From an optimization exercise on the open Yosys and OpenROAD flow, aimed at small area, a short achievable clock period and few clock cycles per item; shortcuts taken in it are not production practice. The RTL was checked by simulation tests, not by an equivalence proof against the original design. Power is estimated from default activity; no workload was simulated.

File: flow/run.sh
#!/bin/bash
# synth_recipe.tcl (not shown) runs the flow's synth.tcl, then flattens the netlist and writes it again
# the make line also repeats each setting of config.mk as NAME=value (left out here)
make -C /OpenROAD-flow-scripts/flow DESIGN_CONFIG=/design/flow/config.mk WORK_HOME=/design/flow/orfs CLKGATE_MAP_FILE= SYNTH_SCRIPT=/design/flow/synth_recipe.tcl finish
File: flow/config.mk
export PLATFORM = sky130hd
export DESIGN_NAME = regional_max
export DESIGN_NICKNAME = regional_max
export VERILOG_FILES = /design/flow/design.v
export SDC_FILE = /design/flow/constraint.sdc
export NUM_CORES = 4
export LEC_CHECK = 0
export CAP_MARGIN = 20
export CORE_MARGIN = 2
export CORE_UTILIZATION = 40
export SLEW_MARGIN = 20
File: flow/constraint.sdc
create_clock -name core_clock -period 9.0 [get_ports {clk}]
set_input_delay 1.8000 -clock core_clock [delete_from_list [all_inputs] [get_ports {clk}]]
set_output_delay 1.8000 -clock core_clock [all_outputs]
set_load 0.01 [all_outputs]
File: flow/design.v
package eda_regional_max_pkg;
    localparam int DEF_M            = 8;
    localparam int DEF_N            = 8;
    localparam int DEF_PIXEL_WIDTH  = 8;
    localparam int DEF_WINDOW_WIDTH = 3;
    localparam int DEF_I_WIDTH      = 3;
    localparam int DEF_J_WIDTH      = 3;
endpackage
module regional_max_window (
    input  logic clk,
    input  logic run_i,     
    input  logic first_i,   
    input  logic a_i,       
    input  logic b_i,       
    output logic eq_o,      
    output logic a_gt_o,    
    output logic b_gt_o     
);
    logic eq_q;
    logic live;
    assign live   = first_i | eq_q;
    assign a_gt_o = live & a_i & ~b_i;
    assign b_gt_o = live & b_i & ~a_i;
    always_ff @(posedge clk) begin
        if (run_i) eq_q <= live & ~(a_i ^ b_i);
    end
    assign eq_o = eq_q;
endmodule
module regional_max
#(
    parameter int M            = eda_regional_max_pkg::DEF_M,
    parameter int N            = eda_regional_max_pkg::DEF_N,
    parameter int PIXEL_WIDTH  = eda_regional_max_pkg::DEF_PIXEL_WIDTH,
    parameter int WINDOW_WIDTH = eda_regional_max_pkg::DEF_WINDOW_WIDTH,
    parameter int I_WIDTH      = eda_regional_max_pkg::DEF_I_WIDTH,
    parameter int J_WIDTH      = eda_regional_max_pkg::DEF_J_WIDTH,
    parameter int ADDR_WIDTH   = I_WIDTH + J_WIDTH
) (
    input  logic                   clk,
    input  logic                   reset_n,
    input  logic [PIXEL_WIDTH-1:0] pixel_in,
    input  logic [ADDR_WIDTH-1:0]  rd_addr,
    input  logic                   start,
    input  logic [ADDR_WIDTH-1:0]  wr_addr,
    input  logic                   write_en,
    output logic                   done,
    output logic [M*N-1:0]        matrix_output
);
    localparam int P  = M * N;
    localparam int BW = 3;   
    logic unused_rd_addr;
    assign unused_rd_addr = ^rd_addr;
    logic          busy_q;      
    logic          cmp_q;       
    logic          itr_q;       
    logic [BW-1:0] bit_q;       
    logic          first_q;     
    logic          done_q;
    logic          changed;
    logic                   we_q;
    logic [ADDR_WIDTH-1:0]  wa_q;
    logic [PIXEL_WIDTH-1:0] wd_q;
    always_ff @(posedge clk) begin
        if (!reset_n) we_q <= 1'b0;
        else          we_q <= write_en & ~busy_q;
        wa_q <= wr_addr;
        wd_q <= pixel_in;
    end
    logic [PIXEL_WIDTH-1:0] img_q [P];
    for (genvar p = 0; p < P; p++) begin : g_img
        localparam int R = p / N;
        localparam int C = p % N;
        always_ff @(posedge clk) begin
            if (we_q && wa_q[ADDR_WIDTH-1:J_WIDTH] == I_WIDTH'(R) &&
                wa_q[J_WIDTH-1:0] == J_WIDTH'(C))
                img_q[p] <= wd_q;
        end
    end
    logic [P-1:0] bp;
    for (genvar p = 0; p < P; p++) begin : g_bp
        assign bp[p] = img_q[p][bit_q];
    end
    logic [P-1:0] hit;           
    logic [7:0]   nb_eq [P];     
    logic [7:0]   nb_vl [P];     
    logic [7:0]   up_hit [P];    
    function automatic int dr(input int d);
        case (d)
            0, 1, 7: dr = -1;
            3, 4, 5: dr = 1;
            default: dr = 0;
        endcase
    endfunction
    function automatic int dc(input int d);
        case (d)
            1, 2, 3: dc = 1;
            5, 6, 7: dc = -1;
            default: dc = 0;
        endcase
    endfunction
    for (genvar p = 0; p < P; p++) begin : g_pix
        localparam int R = p / N;
        localparam int C = p % N;
        for (genvar d = 0; d < 8; d++) begin : g_dir
            localparam int RR = R + dr(d);
            localparam int CC = C + dc(d);
            localparam bit V  = (RR >= 0) && (RR < M) && (CC >= 0) && (CC < N);
            localparam int Q  = V ? RR * N + CC : 0;
            assign nb_vl[p][d] = V;
            if (V && d >= 2 && d <= 5) begin : g_own
                logic e_eq, a_gt, b_gt;
                regional_max_window u_edge (
                    .clk     (clk),
                    .run_i   (cmp_q),
                    .first_i (first_q),
                    .a_i     (bp[p]),
                    .b_i     (bp[Q]),
                    .eq_o    (e_eq),
                    .a_gt_o  (a_gt),
                    .b_gt_o  (b_gt)
                );
                assign nb_eq[p][d]  = e_eq;
                assign up_hit[p][d] = b_gt;
            end else if (V) begin : g_peer
                assign nb_eq[p][d]  = g_pix[Q].g_dir[(d + 4) % 8].g_own.e_eq;
                assign up_hit[p][d] = g_pix[Q].g_dir[(d + 4) % 8].g_own.a_gt;
            end else begin : g_none
                assign nb_eq[p][d]  = 1'b0;
                assign up_hit[p][d] = 1'b0;
            end
        end
        assign hit[p] = |up_hit[p];
    end
    logic [P-1:0] hi_q;      
    logic [P-1:0] flag_q;    
    logic [P-1:0] clr;
    for (genvar p = 0; p < P; p++) begin : g_flag
        logic [7:0] eq_clr;
        for (genvar d = 0; d < 8; d++) begin : g_d
            localparam int RR = p / N + dr(d);
            localparam int CC = p % N + dc(d);
            localparam bit V  = (RR >= 0) && (RR < M) && (CC >= 0) && (CC < N);
            localparam int Q  = V ? RR * N + CC : 0;
            if (V) begin : g_v
                assign eq_clr[d] = nb_eq[p][d] & ~flag_q[Q];
            end else begin : g_n
                assign eq_clr[d] = 1'b0;
            end
        end
        assign clr[p] = hi_q[p] | (|eq_clr);
    end
    assign changed = |(flag_q & clr);
    logic last_bit;
    assign last_bit = (bit_q == '0);
    always_ff @(posedge clk) begin
        if (cmp_q) hi_q <= (first_q ? '0 : hi_q) | hit;
    end
    always_ff @(posedge clk) begin
        if (!reset_n) begin
            busy_q  <= 1'b0;
            cmp_q   <= 1'b0;
            itr_q   <= 1'b0;
            first_q <= 1'b0;
            bit_q   <= '0;
            done_q  <= 1'b0;
            flag_q  <= '0;
        end else begin
            done_q  <= 1'b0;
            first_q <= 1'b0;
            if (!busy_q) begin
                if (start) begin
                    busy_q  <= 1'b1;
                    cmp_q   <= 1'b1;
                    first_q <= 1'b1;
                    bit_q   <= BW'(PIXEL_WIDTH - 1);
                end
            end else if (cmp_q) begin
                bit_q <= bit_q - BW'(1);
                if (last_bit) begin
                    cmp_q  <= 1'b0;
                    itr_q  <= 1'b1;
                    flag_q <= ~(hi_q | hit);
                end
            end else if (itr_q) begin
                flag_q <= flag_q & ~clr;
                if (!changed) begin
                    itr_q  <= 1'b0;
                    busy_q <= 1'b0;
                    done_q <= 1'b1;
                end
            end
        end
    end
    assign done          = done_q;
    assign matrix_output = flag_q;
endmodule
==> results of run 1 <==
stage by stage:
step / util, % / instance area (µm²) / setup slack [ns] / power (mW) / std cells
floorplan: - / 42200 / 0.707 / 6.11 / 3247
global placement: 42.2 / 44300 / 4.64 / 6.59 / 4581
detailed placement: 42.2 / 44300 / 4.59 / 6.61 / 4581
CTS: 45.0 / 47200 / 4.59 / 10.4 / 4754
global route: 45.0 / 47300 / 4.24 / 10.7 / 4755
finish: 45.0 / 47300 / 4.56 / 10.4 / 4755
power by group through the flow:
stage          Clock [mW]  Sequential [mW]  Combinational [mW]
3_5_place_dp            0             4.92                1.69
3_3_place_gp            0             4.92                1.67
6_report             3.82             4.84                1.72
2_1_floorplan           0             4.89                1.22
5_1_grt              4.01             4.86                1.86
4_1_cts              3.87             4.83                1.70
metal layers:
metal	track usage, %	vias to the layer above
met1	35.8	15300
met3	4.51	281
li1	-	12800
met2	37.2	1694
met4	8.22	2
met5	0	-
logic make-up (layout without fill, tap and decap cells):
logic type                 count (synthesis)  in the layout  share of synthesized area (%)
AOI/OAI and AO/OA                        820            820                           14.7
DFF                                      873            873                           60.1
and+or+nand+nor                          885            885                           9.62
xor gates and xnor gates                 131            131                           2.72
muxes                                    224            224                           9.53
adders and majority gates                  2              2                         0.0593
buffers and inverters                    312            429                           3.27
path summary, 6_finish.rpt:
path	cells past startpoint	end	from
setup reg to reg	8	hi_q[9]$_DFFE_PP_	bit_q[0]$_SDFFE_PN0P_
setup / recovery	8	hi_q[9]$_DFFE_PP_	bit_q[0]$_SDFFE_PN0P_
hold reg to reg	1	flag_q[9]$_SDFFE_PN0P_	hi_q[9]$_DFFE_PP_
hold / removal	1	flag_q[9]$_SDFFE_PN0P_	hi_q[9]$_DFFE_PP_
placed cells by master (no fill, tap or decap), types with 22 or more instances in the layout:
cell type	count
o41ai_1	33
a41o_1	23
edfxtp_1	786
xnor2_1	98
o31ai_1	38
a32o_1	23
a2111oi_0	24
a22oi_1	91
nand2_1	138
nor2_1	426
a221oi_1	65
nor3_1	22
a21oi_1	122
clkinv_1	23
nor2b_1	130
xor2_1	33
a222oi_1	41
inv_1	131
clkbuf_16	97
clkdlybuf4s50_1	81
a31oi_1	25
o21ai_0	108
nand3_1	61
a22o_1	59
dfxtp_1	74
a21o_1	30
mux2_2	57
nand2b_1	28
buf_4	37
mux4_2	128
sequential cells by signal, summed over array words and instances (netlist names), 3 cells and up:
signal / flops
wa_q: 6
g_pix.g_dir.g_own.u_edge.eq_q: 210
flag_q: 64
hi_q: 64
bit_q: 3
wd_q: 8
img_q: 512
cell type report:
cell class                 count  share of cell area (%)
inverter                     133                    1.06
tap                         1391                    3.68
clock inverter                54                   0.974
timing repair buffer         123                    2.50
multi-input combinational   2062                    32.8
sequential                   873                    53.7
clock buffer                 119                    5.33
==> results.cfg, run 1 <==
[power_and_ir_drop]
peakVddDrop_uv = 162
seqPwrFrac_pct = 46.6
p_sw_share_pct = 28.1
clkPwrFrac_pct = 36.8
switchingPower_mw = 2.92
combPwrFrac_pct = 16.6
intPower_mw = 7.47
power_leakage_nw = 15.1
power.density_mw_per_mm2 = 220

[logic_synthesis]
synth_edf_count = 786
synth_fp_nets = 3273
avgSynthCellArea_um2 = 13.0
synth_area_leaders = edfxtp_1 (56%), mux4_2 (6.8%), dfxtp_1 (4.1%), nor2_1 (3.8%), xnor2_1 (2.0%)
yosys-top-cells-count = edfxtp_1 (786), nor2_1 (426), nand2_1 (139)
yosysMostFrequentCell = edfxtp_1
syn_inst = 3247
synth_area_mm2 = 0.0422
ys_ff_latch = 873
synth_top_cell_by_area = edfxtp_1
yosys_most_used_dff = edfxtp_1
yosysWarningCount = 6
yosysSeqAreaShare_pct = 60.1
async_reset_ff_share_pct = 0
synth_top_area_share_pct = 55.9
synth.distinct_cells = 77

[clock_network]
cts_buffers = 94
cts_resized = 0
cts.sinks = 873
clk_pin_slew_ns = 0.06
htreeDepth = 3
root_buffer = clkbuf_16
insertion_delay_ns = 0.69
cts_buffer_depth = 3
hold_buffers = 0
postCtsSetupBuffers = 0
cts_tree = done

[drt]
dr_wl_met3_um = 13000
met1_length_um = 56900
first_pass_iters = 6
ant_nets = 0
wl_per_cell_um = 28.4
vias_per_cell = 6.33
dr.max_layer_used = met5
first_iter_violations = 4445
wl_met2_um = 60300
num_vias = 30100
remaining_drc_errors = 0
wirelength_um = 135000

[cells_and_area]
syn2layout_area_growth_pct = 12.0
final_net_count = 3313
diodes = 0
final.fill_count = 9441
seq_area_mm2 = 0.0254
multi_input_area_mm2 = 0.0155
drive_gt1_share_pct = 12.6

[timing]
setup-tns-final_ns = 0
hold-worst-slack_ns = 0.479
period_share_pct = 49.3
maxSlewViolCount = 0
min_period_ns = 4.44
rsz0062_at_grt = no
setup_violations = 0
tightest_slew_ns = 1.10
hold_violations = 0
fmax_mhz = 225
finalClockSkew_ns = 0.0310
max_slew_margin_pct = 26.6

[setup_path]
start_kind = flip-flop
path_class = flip-flop to flip-flop
worstPathRequired_ns = 9.42
path_buf_inv = 2
slowest_delay_ns = 0.69
cp_cell_sequence = buf_12 -> buf_4 -> mux4_2 -> mux2i_4 -> nand2b_1 -> o41ai_1 -> a31oi_1 -> a21o_1
cp_max_fo = 84
crit_family = buffers and inverters
cp_slowest_cell = buf_4
end_kind = flip-flop
ff2ff_setup_slack_ns = 4.56
arrival_ns = 4.86

[grt]
grt_usage_pct = 24.6
grt_max_degree = 173
grt-ovfl-total = 0
grt_pass1_vias = 28800
grt_pass1_wl_um = 199000
grt_antenna_before_repair = 2

[die]
start_util_pct = 40.2
io_pins = 89
die_area_mm2 = 0.108
rows = 119
fp.coreArea_mm2 = 0.105
die_width_um = 329
die_h_um = 329

[placed_design]
hpwl_um = 83700
place.gp.congestion = 0.884
portBuffers = 82

[flow_run]
maxCapViolCount = 0

[outcome]
status = no timing/DRC/antenna violations

[hold_path]
hold_path.class = flip-flop to flip-flop
Testbench counts, summed over its fixed seeds: cycles 38,141, images 512.
==> run 2: changes to the inputs <==
--- a/flow/config.mk
+++ b/flow/config.mk
@@ -5,7 +5,9 @@
 export SDC_FILE = /design/flow/constraint.sdc
 export NUM_CORES = 4
 export LEC_CHECK = 0
+export ABC_CLOCK_PERIOD_IN_PS = 3000
 export CAP_MARGIN = 20
 export CORE_MARGIN = 2
-export CORE_UTILIZATION = 40
+export CORE_UTILIZATION = 60
+export SETUP_SLACK_MARGIN = 5.0
 export SLEW_MARGIN = 20
==> run 2 against run 1 <==
Final area fell by 0.88%. Fmax up 14%. Cell count decreased by 9.5%. Routed wire length down 1.9%. Setup slack improved by 0.56 ns. Die area fell by 33%. Power increased by 0.85%. Register-to-register slack improved by 0.65 ns.
==> results.cfg, run 2 <==
[placed_design]
place_inst = 4126
place.gp.congestion = 0.912
hpwl_um = 82700
place_area_mm2 = 0.0436
portBuffers = 82

[logic_synthesis]
synth_top_cell_by_area = edfxtp_1
synth.distinct_cells = 77
yosys-top-cells-count = edfxtp_1 (786), nor2_1 (426), nand2_1 (139)
synth_edf_count = 786
synth_area_leaders = edfxtp_1 (56%), mux4_2 (6.8%), dfxtp_1 (4.1%), nor2_1 (3.8%), xnor2_1 (2.0%)
synth_area_mm2 = 0.0422
synth_fp_nets = 3273
ys_ff_latch = 873
avgSynthCellArea_um2 = 13.0
async_reset_ff_share_pct = 0
synth_top_area_share_pct = 55.9
yosysWarningCount = 6
yosys_most_used_dff = edfxtp_1
yosysSeqAreaShare_pct = 60.1
yosysMostFrequentCell = edfxtp_1
syn_inst = 3247

[grt]
grt_pass1_vias = 29800
grt_max_degree = 164
grt_antenna_before_repair = 2
grt_pass1_wl_um = 195000
grt-ovfl-total = 0
grt_usage_pct = 36.0

[die]
die_h_um = 269
io_pins = 89
start_util_pct = 60.5
die_area_mm2 = 0.0724
fp.coreArea_mm2 = 0.0698
die_width_um = 269
rows = 97

[setup_path]
slowest_delay_ns = 0.74
worstPathRequired_ns = 7.20
arrival_ns = 2.08
crit_family = flip-flops
cp_max_fo = 8
path_buf_inv = 1
cp_slowest_cell = dfxtp_1
start_kind = flip-flop
cp_cell_sequence = clkdlybuf4s50_1
path_class = flip-flop to output pin
end_kind = output pin

[power_and_ir_drop]
power.density_mw_per_mm2 = 224
peakVddDrop_uv = 204
total_power_mw = 10.5
power_leakage_nw = 15.2

[timing]
setup-tns-final_ns = 0
rsz0062_at_grt = no
hold-worst-slack_ns = 0.499
max_slew_margin_pct = 15.1
hold_violations = 0
fmax_mhz = 258
finalClockSkew_ns = 0.0410
tightest_slew_ns = 1.27
maxSlewViolCount = 0
setup_violations = 0
min_period_ns = 3.88
period_share_pct = 43.1

[drt]
remaining_drc_errors = 0
first_iter_violations = 4651
first_pass_iters = 8
ant_nets = 0
wl_per_cell_um = 30.7
vias_per_cell = 7.14
num_vias = 30700
wirelength_um = 132000

[cells_and_area]
fin_area_mm2 = 0.0468
drive_gt1_share_pct = 12.6
final_cell_count_no_fill = 4304
layout_common_cells = edfxtp_1 (786), nor2_1 (426), nand2_1 (138)
final_net_count = 3308
syn2layout_area_growth_pct = 11.0
final_common_cell = edfxtp_1
largest_reg_flops = 512
reg_top3 = img_q x512, g_pix.g_dir.g_own.u_edge.eq_q x210
top_register = img_q

[clock_network]
cts_tree = done
insertion_delay_ns = 0.68
clk_pin_slew_ns = 0.06
cts.sinks = 873
cts_buffer_depth = 3
htreeDepth = 3
hold_buffers = 0
cts_buffers = 91
root_buffer = clkbuf_16

[outcome]
status = no timing/DRC/antenna violations

[hold_path]
hold_path.class = flip-flop to flip-flop

[flow_run]
maxCapViolCount = 0
-- run 2: cell counts after synthesis --
No cell type changed its count.
-- run 2: worst paths after layout --
kind / from / end / slack [ns] / cells past startpoint
max: flag_q[8]$_SDFFE_PN0P_ / matrix_output[8] / 5.12 / 1
min: hi_q[2]$_DFFE_PP_ / flag_q[2]$_SDFFE_PN0P_ / 0.50 / 1
max reg2reg: bit_q[2]$_SDFFE_PN0P_ / hi_q[28]$_DFFE_PP_ / 5.21 / 6
min reg2reg: hi_q[2]$_DFFE_PP_ / flag_q[2]$_SDFFE_PN0P_ / 0.50 / 1
-- run 2: area by class of cell --
type	instances	area, µm²
flip-flops and latches	873	25400
fillers	5063	22900
multi-input cells	2062	15500
clock buffers	117	2430
repair buffers	121	1200
well taps	940	1180
clock inverters	55	658
inverters	133	499
diodes	3	7.51
-- run 2: where the power goes --
| group | switching, mW | total [mW] | leakage (nW) | internal, mW |
|---|---|---|---|---|
| Sequential | 0.213 | 4.85 | 7.90 | 4.64 |
| Clock | 1.66 | 3.88 | 1.49 | 2.22 |
| Combinational | 1.09 | 1.74 | 5.79 | 0.650 |
| Total | 2.97 | 10.5 | 15.2 | 7.51 |
-- run 2: kinds of logic (layout without fill, tap and decap cells) --
family / after synthesis / count (layout) / share of synthesized area [%]
AO/OA/AOI/OAI: 820 / 820 / 14.7
XOR/XNOR: 131 / 131 / 2.72
multiplexers: 224 / 224 / 9.53
buffers and inverters: 312 / 426 / 3.27
flip-flops: 873 / 873 / 60.1
AND/OR/NAND/NOR: 885 / 885 / 9.62
adder cells (fa/ha/maj): 2 / 2 / 0.0593
other: 0 / 3 / 0
-- run 2: metal layers --
metal / share of wire (%) / track usage (%)
met1: 39 / 50.7
met2: 46 / 55.4
met4: 4.4 / 14.9
met3: 11 / 7.04
met5: 0.0098 / 0
-- run 2: through the flow --
step | setup slack (ns) | util, %
CTS | 5.05 | 67.1
detailed placement | 4.67 | 62.5
global route | 5.03 | 67.1
global placement | 4.71 | 62.5
finish | 5.12 | 67.1
floorplan | 5.35 | -
-- run 2: what timing repair did --
action | in CTS | in global routing
endpoints found under the setup margin | 49 | 10
gates cloned | 1 | 0
hold endpoints to repair | 0 | 0
gates resized for setup | 3 | 4
buffers inserted | 1 | 1
==> run 3: changes to the inputs <==
--- a/flow/design.v
+++ b/flow/design.v
@@ -8,8 +8,7 @@
 endpackage
 module regional_max_window (
     input  logic clk,
-    input  logic run_i,     
-    input  logic first_i,   
+    input  logic idle_i,    
     input  logic a_i,       
     input  logic b_i,       
     output logic eq_o,      
@@ -17,13 +16,9 @@
     output logic b_gt_o     
 );
     logic eq_q;
-    logic live;
-    assign live   = first_i | eq_q;
-    assign a_gt_o = live & a_i & ~b_i;
-    assign b_gt_o = live & b_i & ~a_i;
-    always_ff @(posedge clk) begin
-        if (run_i) eq_q <= live & ~(a_i ^ b_i);
-    end
+    assign a_gt_o = eq_q & a_i & ~b_i;
+    assign b_gt_o = eq_q & b_i & ~a_i;
+    always_ff @(posedge clk) eq_q <= (eq_q & ~(a_i ^ b_i)) | idle_i;
     assign eq_o = eq_q;
 endmodule
 module regional_max
@@ -47,14 +42,13 @@
     output logic [M*N-1:0]        matrix_output
 );
     localparam int P  = M * N;
-    localparam int BW = 3;   
+    localparam int SW = 4;    
     logic unused_rd_addr;
     assign unused_rd_addr = ^rd_addr;
     logic          busy_q;      
     logic          cmp_q;       
     logic          itr_q;       
-    logic [BW-1:0] bit_q;       
-    logic          first_q;     
+    logic [SW-1:0] step_q;      
     logic          done_q;
     logic          changed;
     logic                   we_q;
@@ -67,6 +61,7 @@
         wd_q <= pixel_in;
     end
     logic [PIXEL_WIDTH-1:0] img_q [P];
+    logic [P-1:0]           bp;       
     for (genvar p = 0; p < P; p++) begin : g_img
         localparam int R = p / N;
         localparam int C = p % N;
@@ -74,15 +69,13 @@
             if (we_q && wa_q[ADDR_WIDTH-1:J_WIDTH] == I_WIDTH'(R) &&
                 wa_q[J_WIDTH-1:0] == J_WIDTH'(C))
                 img_q[p] <= wd_q;
+            else if (cmp_q)
+                img_q[p] <= {img_q[p][PIXEL_WIDTH-2:0], img_q[p][PIXEL_WIDTH-1]};
         end
-    end
-    logic [P-1:0] bp;
-    for (genvar p = 0; p < P; p++) begin : g_bp
-        assign bp[p] = img_q[p][bit_q];
+        assign bp[p] = img_q[p][PIXEL_WIDTH-1] & cmp_q;
     end
     logic [P-1:0] hit;           
-    logic [7:0]   nb_eq [P];     
-    logic [7:0]   nb_vl [P];     
+    logic [7:0]   nb_eq  [P];    
     logic [7:0]   up_hit [P];    
     function automatic int dr(input int d);
         case (d)
@@ -106,18 +99,16 @@
             localparam int CC = C + dc(d);
             localparam bit V  = (RR >= 0) && (RR < M) && (CC >= 0) && (CC < N);
             localparam int Q  = V ? RR * N + CC : 0;
-            assign nb_vl[p][d] = V;
             if (V && d >= 2 && d <= 5) begin : g_own
                 logic e_eq, a_gt, b_gt;
                 regional_max_window u_edge (
-                    .clk     (clk),
-                    .run_i   (cmp_q),
-                    .first_i (first_q),
-                    .a_i     (bp[p]),
-                    .b_i     (bp[Q]),
-                    .eq_o    (e_eq),
-                    .a_gt_o  (a_gt),
-                    .b_gt_o  (b_gt)
+                    .clk    (clk),
+                    .idle_i (~busy_q),
+                    .a_i    (bp[p]),
+                    .b_i    (bp[Q]),
+                    .eq_o   (e_eq),
+                    .a_gt_o (a_gt),
+                    .b_gt_o (b_gt)
                 );
                 assign nb_eq[p][d]  = e_eq;
                 assign up_hit[p][d] = b_gt;
@@ -150,33 +141,26 @@
         assign clr[p] = hi_q[p] | (|eq_clr);
     end
     assign changed = |(flag_q & clr);
-    logic last_bit;
-    assign last_bit = (bit_q == '0);
-    always_ff @(posedge clk) begin
-        if (cmp_q) hi_q <= (first_q ? '0 : hi_q) | hit;
-    end
+    always_ff @(posedge clk) hi_q <= (hi_q & {P{busy_q}}) | hit;
     always_ff @(posedge clk) begin
         if (!reset_n) begin
             busy_q  <= 1'b0;
             cmp_q   <= 1'b0;
             itr_q   <= 1'b0;
-            first_q <= 1'b0;
-            bit_q   <= '0;
+            step_q  <= '0;
             done_q  <= 1'b0;
             flag_q  <= '0;
         end else begin
             done_q  <= 1'b0;
-            first_q <= 1'b0;
             if (!busy_q) begin
                 if (start) begin
                     busy_q  <= 1'b1;
                     cmp_q   <= 1'b1;
-                    first_q <= 1'b1;
-                    bit_q   <= BW'(PIXEL_WIDTH - 1);
+                    step_q  <= SW'(PIXEL_WIDTH - 1);
                 end
             end else if (cmp_q) begin
-                bit_q <= bit_q - BW'(1);
-                if (last_bit) begin
+                step_q <= step_q - SW'(1);
+                if (step_q == '0) begin
                     cmp_q  <= 1'b0;
                     itr_q  <= 1'b1;
                     flag_q <= ~(hi_q | hit);
==> run 3 against run 2 <==
Routed wire length fell by 11%. Sequential power is 3% lower. Setup slack better by 0.0016 ns. Area after synthesis is 0.97% lower. Critical path type unchanged. Synthesized cell count up 10%. Via count fell by 2.4%. Critical path depth did not move. Worst hold slack got worse by 0.027 ns. Register-to-register slack better by 0.30 ns.
==> results.cfg, run 3 <==
[placed_design]
place.gp.congestion = 0.891
dp_slack_ns = 5.58
portBuffers = 82
hpwl_um = 71700

[timing]
min_period_ns = 3.88
finalClockSkew_ns = 0.0247
setup_violations = 0
tightest_slew_ns = 1.28
setup-tns-final_ns = 0
timing.final.ws_setup_ns = 5.12
fmax_mhz = 258
rsz0062_at_grt = no
hold_violations = 0
period_share_pct = 43.1
max_slew_margin_pct = 14.8
maxSlewViolCount = 0

[clock_network]
root_buffer = clkbuf_16
htreeDepth = 3
cts.sinks = 873
hold_buffers = 0
insertion_delay_ns = 0.65
cts_resized = 0
cts_tree = done
cts_buffer_depth = 3
clk_pin_slew_ns = 0.06
postCtsSetupBuffers = 0
cts_buffers = 92

[cells_and_area]
reg_top3 = img_q x512, g_pix.g_dir.g_own.u_edge.eq_q x210
diodes = 0
syn2layout_area_growth_pct = 10.5
final_net_count = 3545
final.fill_count = 5144
drive_gt1_share_pct = 21.1
largest_reg_flops = 512
top_register = img_q
layout_common_cells = mux2_2 (512), edfxtp_1 (512), dfxtp_1 (351)

[setup_path]
start_kind = flip-flop
worstPathRequired_ns = 7.20
arrival_ns = 2.08
worst_r2r_endpoint = done_q$_SDFF_PP0_
cp_cell_sequence = clkdlybuf4s50_1
ff2ff_setup_slack_ns = 5.51
slowest_delay_ns = 0.76
crit_family = flip-flops
path_buf_inv = 1
cp_max_fo = 10
reg2reg_depth = 7
end_kind = output pin
path_class = flip-flop to output pin
r2r-start = flag_q[22]$_SDFFE_PN0P_
cp_slowest_cell = dfxtp_1

[drt]
ant_nets = 0
wl_per_cell_um = 25.9
wirelength_um = 117000
first_pass_iters = 6
remaining_drc_errors = 0
vias_per_cell = 6.63
first_iter_violations = 3201
num_vias = 30000

[die]
io_pins = 89
start_util_pct = 60.8
fp.coreArea_mm2 = 0.0687
rows = 96
die_h_um = 268
die_area_mm2 = 0.0718
die_width_um = 268

[grt]
grt_antenna_before_repair = 2
grt_usage_pct = 32.4
grt-ovfl-total = 0
grt_max_degree = 129
grt_pass1_wl_um = 179000
grt_pass1_vias = 29400

[hold_path]
min_to = hi_q[28]$_DFF_P_
holdPathStages = 1
hp-start = hi_q[28]$_DFF_P_
hold_path.class = flip-flop to flip-flop

[power_and_ir_drop]
switchingPower_mw = 2.27
p_sw_share_pct = 24.3
power_leakage_nw = 16.1
clkPwrFrac_pct = 41.3
intPower_mw = 7.07
seqPwrFrac_pct = 50.6
combPwrFrac_pct = 8.2
peakVddDrop_uv = 207
power.density_mw_per_mm2 = 202

[logic_synthesis]
yosysSeqAreaShare_pct = 54.1
synth_top_family_by_area = compound AO/OA/AOI/OAI gates
synth_area_leaders = edfxtp_1 (37%), dfxtp_1 (17%), mux2_2 (14%), xnor2_1 (4.4%), o21ai_0 (2.9%)
syn_inst = 3577
async_reset_ff_share_pct = 0
synthMuxAreaShare_pct = 13.8
synth_fp_nets = 3602
synth_area_mm2 = 0.0418
yosys.area_share.simple_pct = 8.71
synth_top_cell_by_area = edfxtp_1
yosysWarningCount = 5
synth_compound_area_share_pct = 15.5
synth.distinct_cells = 71
ys_ff_latch = 873
avgSynthCellArea_um2 = 11.7
synth_adder_area_share_pct = 0.0299
yosys-top-cells-count = edfxtp_1 (512), mux2_2 (512), dfxtp_1 (361)
synth_top_area_share_pct = 36.8
synth_xor_xnor_area_share_pct = 4.40
yosys_most_used_dff = edfxtp_1
synth_edf_count = 512

[flow_run]
maxCapViolCount = 0

[outcome]
status = no timing/DRC/antenna violations
## run 3: changes by cell type after synthesis, sizes merged, moves of 49 or more
cell	before	now
xnor2	98	210
a21oi	122	33
mux2	60	512
dfxtp	87	361
nor2	426	34
o21ai	113	244
nand2	139	317
mux4	128	0
buf	72	23
edfxtp	786	512
clkbuf	107	254
## run 3: logic make-up after synthesis
group           after synthesis
compound gates              883
xor+xnor                    210
fa+ha+maj                     1
buf+inv                     376
flops                       873
mux                         512
simple gates                722
## run 3: final cells by class
class | count | area (µm²) | share of cell area (%)
repair buffers | 126 | 1160 | 2.51
clock buffers | 126 | 2610 | 5.65
multi-input cells | 2328 | 17800 | 38.5
inverters | 99 | 379 | 0.821
clock inverters | 46 | 453 | 0.981
flip-flops and latches | 873 | 22600 | 49.0
well taps | 931 | 1160 | 2.52
## run 3: metrics by stage
stage | utilization [%] | cells | total power [mW] | instance area (µm²) | hold WS (ns)
after global placement | 62.7 | 4355 | 5.51 | 43100 | 0.445
after floorplan | - | 3577 | 5.27 | 41800 | 0.437
final | 67.2 | 4529 | 9.34 | 46200 | 0.472
after global routing | 67.2 | 4529 | 9.64 | 46200 | 0.501
after CTS | 67.1 | 4527 | 9.38 | 46100 | 0.475
after detailed placement | 62.7 | 4355 | 5.56 | 43100 | 0.460
## run 3: power groups by stage
stage	Combinational [mW]	Sequential (mW)	Clock, mW
after floorplan	0.617	4.66	0
after global placement	0.727	4.79	0
after detailed placement	0.756	4.80	0
after CTS	0.760	4.72	3.90
after global routing	0.835	4.75	4.06
final	0.765	4.72	3.85
## run 3: worst max-delay path by stage
stage,from,endpoint,cells past startpoint
floorplan,reset_n,busy_q$_SDFF_PN0_,4
CTS,flag_q[54]$_SDFFE_PN0P_,matrix_output[54],1
global route,flag_q[9]$_SDFFE_PN0P_,matrix_output[9],1
global placement,flag_q[18]$_SDFFE_PN0P_,done_q$_SDFF_PP0_,7
finish,flag_q[35]$_SDFFE_PN0P_,matrix_output[35],1
detailed placement,flag_q[18]$_SDFFE_PN0P_,done_q$_SDFF_PP0_,7
## run 3: layer usage
| metal | vias up | track usage (%) | part of all wire [%] |
|---|---|---|---|
| met3 | 233 | 5.42 | 8.2 |
| met4 | 2 | 12.0 | 3.4 |
| met1 | 15100 | 45.5 | 43 |
| met2 | 1342 | 50.8 | 46 |
| met5 | - | 0 | 0.010 |
| li1 | 13400 | - | - |
## run 3: worst reg2reg max path: cells and delay by family (launching register included)
kind	cells	cell delay (ns)
AO/OA/AOI/OAI	3	1.40
flip-flops	1	0.65
AND/OR/NAND/NOR	4	1.33
Testbench counts of run 3, summed over its fixed seeds: cycles 38,141, images 512.
==> run 4: changes to the inputs <==
==> flow/flow/run.sh (new file) <==
#!/bin/bash
# Standard layout, with timing repair aiming 6 ns above the 9 ns clock's
# requirement (i.e. for a 3 ns period), to find the shortest period the design
# reaches. The clock and constraints are the design's, unchanged.
set -euo pipefail
export SETUP_SLACK_MARGIN=6.0
bash standard.sh finish > standard_flow.log 2>&1
==> flow/standard.sh (new file) <==
#!/bin/bash
# synth_recipe.tcl (not shown) runs the flow's synth.tcl, then flattens the netlist and writes it again
# the make line also repeats each setting of config.mk as NAME=value (left out here)
make -C /OpenROAD-flow-scripts/flow DESIGN_CONFIG=/design/flow/config.mk WORK_HOME=/design/flow/orfs CLKGATE_MAP_FILE= SYNTH_SCRIPT=/design/flow/synth_recipe.tcl "${@:-finish}"
--- a/flow/config.mk
+++ b/flow/config.mk
@@ -9,5 +9,4 @@
 export CAP_MARGIN = 20
 export CORE_MARGIN = 2
 export CORE_UTILIZATION = 60
-export SETUP_SLACK_MARGIN = 5.0
 export SLEW_MARGIN = 20
removed: flow/run.sh
==> run 4 against run 3 <==
Still clean on timing, DRC and antenna. Global-route usage rose by 0.57 points. Sequential power barely moved. Sequential cell count did not move. Fmax rose by 24%. Critical path depth rose by 7. Critical path type is now flip-flop to flip-flop.
==> results.cfg, run 4 <==
[outcome]
status = no timing/DRC/antenna violations

[grt]
use_met1_pct = 46.1
grt_max_degree = 129
use_met2_pct = 51.7
busiest_layer = met2
grt_usage_pct = 33.0
grt_use_met3_pct = 5.71
grt_pass1_vias = 29800
grt-ovfl-total = 0
grt_antenna_before_repair = 3
grt_pass1_wl_um = 182000

[die]
start_util_pct = 60.8
io_pins = 89
rows = 96
die_h_um = 268
die_area_mm2 = 0.0718
die_width_um = 268
fp.coreArea_mm2 = 0.0687

[drt]
remaining_drc_errors = 0
ant_nets = 0
vias_per_cell = 6.62
first_pass_iters = 8
first_iter_violations = 3302
wl_per_cell_um = 26.0
wirelength_um = 120000
num_vias = 30400

[logic_synthesis]
synth.distinct_cells = 71
yosys-top-cells-count = edfxtp_1 (512), mux2_2 (512), dfxtp_1 (361)
async_reset_ff_share_pct = 0
synth_top_area_share_pct = 36.8
synth_area_mm2 = 0.0418
synth_fp_nets = 3602
syn_inst = 3577
synth_edf_count = 512
ys_ff_latch = 873
yosysSeqAreaShare_pct = 54.1
avgSynthCellArea_um2 = 11.7
yosysWarningCount = 5
yosys_most_used_dff = edfxtp_1
synth_top_cell_by_area = edfxtp_1
synth_area_leaders = edfxtp_1 (37%), dfxtp_1 (17%), mux2_2 (14%), xnor2_1 (4.4%), o21ai_0 (2.9%)

[setup_path]
end_kind = flip-flop
arrival_ns = 3.69
cp_cell_sequence = buf_4 -> nor2b_1 -> a2111o_1 -> o41ai_1 -> o2111a_1 -> nand3_1 -> nor3_1 -> and3_2
crit_family = compound AO/OA/AOI/OAI gates
path_class = flip-flop to flip-flop
cp_max_fo = 10
slowest_delay_ns = 0.91
cp_slowest_cell = o41ai_1
worstPathRequired_ns = 9.56
start_kind = flip-flop
path_buf_inv = 1

[clock_network]
cts.sinks = 873
insertion_delay_ns = 0.66
cts_tree = done
cts_buffers = 92
clk_pin_slew_ns = 0.06
hold_buffers = 0
htreeDepth = 3
cts_buffer_depth = 3
root_buffer = clkbuf_16

[timing]
tightest_slew_ns = 1.26
fmax_mhz = 319
period_share_pct = 34.8
finalClockSkew_ns = 0.0278
max_slew_margin_pct = 16.1
rsz0062_at_grt = no
setup_violations = 0
setup-tns-final_ns = 0
hold_violations = 0
maxSlewViolCount = 0
min_period_ns = 3.13

[cells_and_area]
syn2layout_area_growth_pct = 12.1
diodes = 0
top_register = img_q
layout_common_cells = mux2_2 (512), edfxtp_1 (512), nand2_1 (317)
reg_top3 = img_q x512, g_pix.g_dir.g_own.u_edge.eq_q x210
drive_gt1_share_pct = 26.6
largest_reg_flops = 512
final_net_count = 3612
final_cell_count_no_fill = 4596

[placed_design]
place.gp.congestion = 0.891
place_inst = 4355
hpwl_um = 71700
portBuffers = 82

[power_and_ir_drop]
peakVddDrop_uv = 207
power_leakage_nw = 16.7
power.density_mw_per_mm2 = 200

[hold_path]
hold_path.class = flip-flop to flip-flop

[flow_run]
maxCapViolCount = 0
==> run 4: cell counts after synthesis <==
Identical to the previous run, type by type.
==> run 4: power breakdown <==
group	switching [mW]	internal, mW
logic	0.459	0.333
registers	0.225	4.47
clock network	1.60	2.26
==> run 4: worst register-to-register path: stages (launching register included) <==
cell	delay (ns)
dfxtp_4	0.36
buf_4	0.20
nor2b_1	0.07
a2111o_1	0.40
o41ai_1	0.91
o2111a_1	0.43
nand3_1	0.11
nor3_1	0.24
and3_2	0.32
==> run 4: stage by stage <==
step / instance area, µm² / total power, mW / util (%) / hold slack (ns) / setup slack [ns]
finish: 46800 / 9.35 / 68.2 / 0.473 / 5.87
global route: 46800 / 9.64 / 68.2 / 0.501 / 6.00
CTS: 46700 / 9.37 / 68.0 / 0.475 / 5.89
detailed placement: 43100 / 5.56 / 62.7 / 0.460 / 5.58
global placement: 43100 / 5.51 / 62.7 / 0.445 / 5.68
floorplan: 41800 / 5.27 / - / 0.437 / 6.59
==> run 4: layout make-up <==
| cell class | instances | area (µm²) |
|---|---|---|
| timing repair buffer | 193 | 1440 |
| fill | 5124 | 21900 |
| sequential | 873 | 22900 |
| clock inverter | 46 | 453 |
| tap | 931 | 1160 |
| multi-input combinational | 2328 | 17900 |
| inverter | 99 | 384 |
| clock buffer | 126 | 2610 |
==> run 4: repair_timing <==
action	CTS	global route
setup endpoints to repair	207	63
pin swaps	0	1
buffers inserted	64	3
gates resized for setup	418	23
==> run 4: per-layer routing <==
metal	up-vias	part of all wire [%]	routed length, µm
met5	-	0.028	33
met1	15300	42	50700
li1	13500	-	-
met2	1359	46	54600
met3	236	8.4	10000
met4	6	3.6	4310
==> run 4: cells by family after synthesis <==
kind of cell | after synthesis | synth area share, %
flip-flops | 873 | 54.1
AND/OR/NAND/NOR | 722 | 8.71
AO/OA/AOI/OAI | 883 | 15.5
buffers and inverters | 376 | 3.42
adder cells (fa/ha/maj) | 1 | 0.0299
multiplexers | 512 | 13.8
XOR/XNOR | 210 | 4.40
==> run 4: path summary, 6_finish.rpt <==
check | start | to | slack, ns | cells past startpoint
max | flag_q[44]$_SDFFE_PN0P_ | done_q$_SDFF_PP0_ | 5.87 | 8
min | hi_q[9]$_DFF_P_ | hi_q[9]$_DFF_P_ | 0.47 | 1
max reg2reg | flag_q[44]$_SDFFE_PN0P_ | done_q$_SDFF_PP0_ | 5.87 | 8
min reg2reg | hi_q[9]$_DFF_P_ | hi_q[9]$_DFF_P_ | 0.47 | 1

-- port drivers added, routing unchanged --
The results above use ideal ports. As a check the final layouts listed here were re-extracted and re-timed, cells and wires unchanged. Step 1 sets driving cells, clkbuf_16 on the clock port and buf_2 on the other inputs (assumed; they add their load-dependent delay and slew). Step 2 moves the port delays by t, midway between the first and last clock arrival at a register: inputs arrive t later, outputs are due t later. That takes back most of the time a late clock gives input paths. Slacks: ideal ports / drivers / drivers and shift; pairs: ideal ports / drivers.
run | t, ns | setup WS [ns] | worst setup path at the end | slew at the worst register clock pin (ns) | pins driven straight from the clock port
run 1 | 0.740 | 4.559 / 4.559 / 4.559 | register to register | 0.07 / 0.07 | 1
run 2 | 0.729 | 5.120 / 5.055 / 5.034 | input to register | 0.07 / 0.07 | 1
run 3 | 0.706 | 5.121 / 5.055 / 5.512 | register to register | 0.06 / 0.06 | 1
run 4 | 0.708 | 5.866 / 5.866 / 5.659 | input to register | 0.06 / 0.06 | 1
After both steps setup and hold are still met in every run listed. For run 4, which loses most, drivers alone change the setup slack by 0.000 ns; drivers and shift together by -0.207 ns.
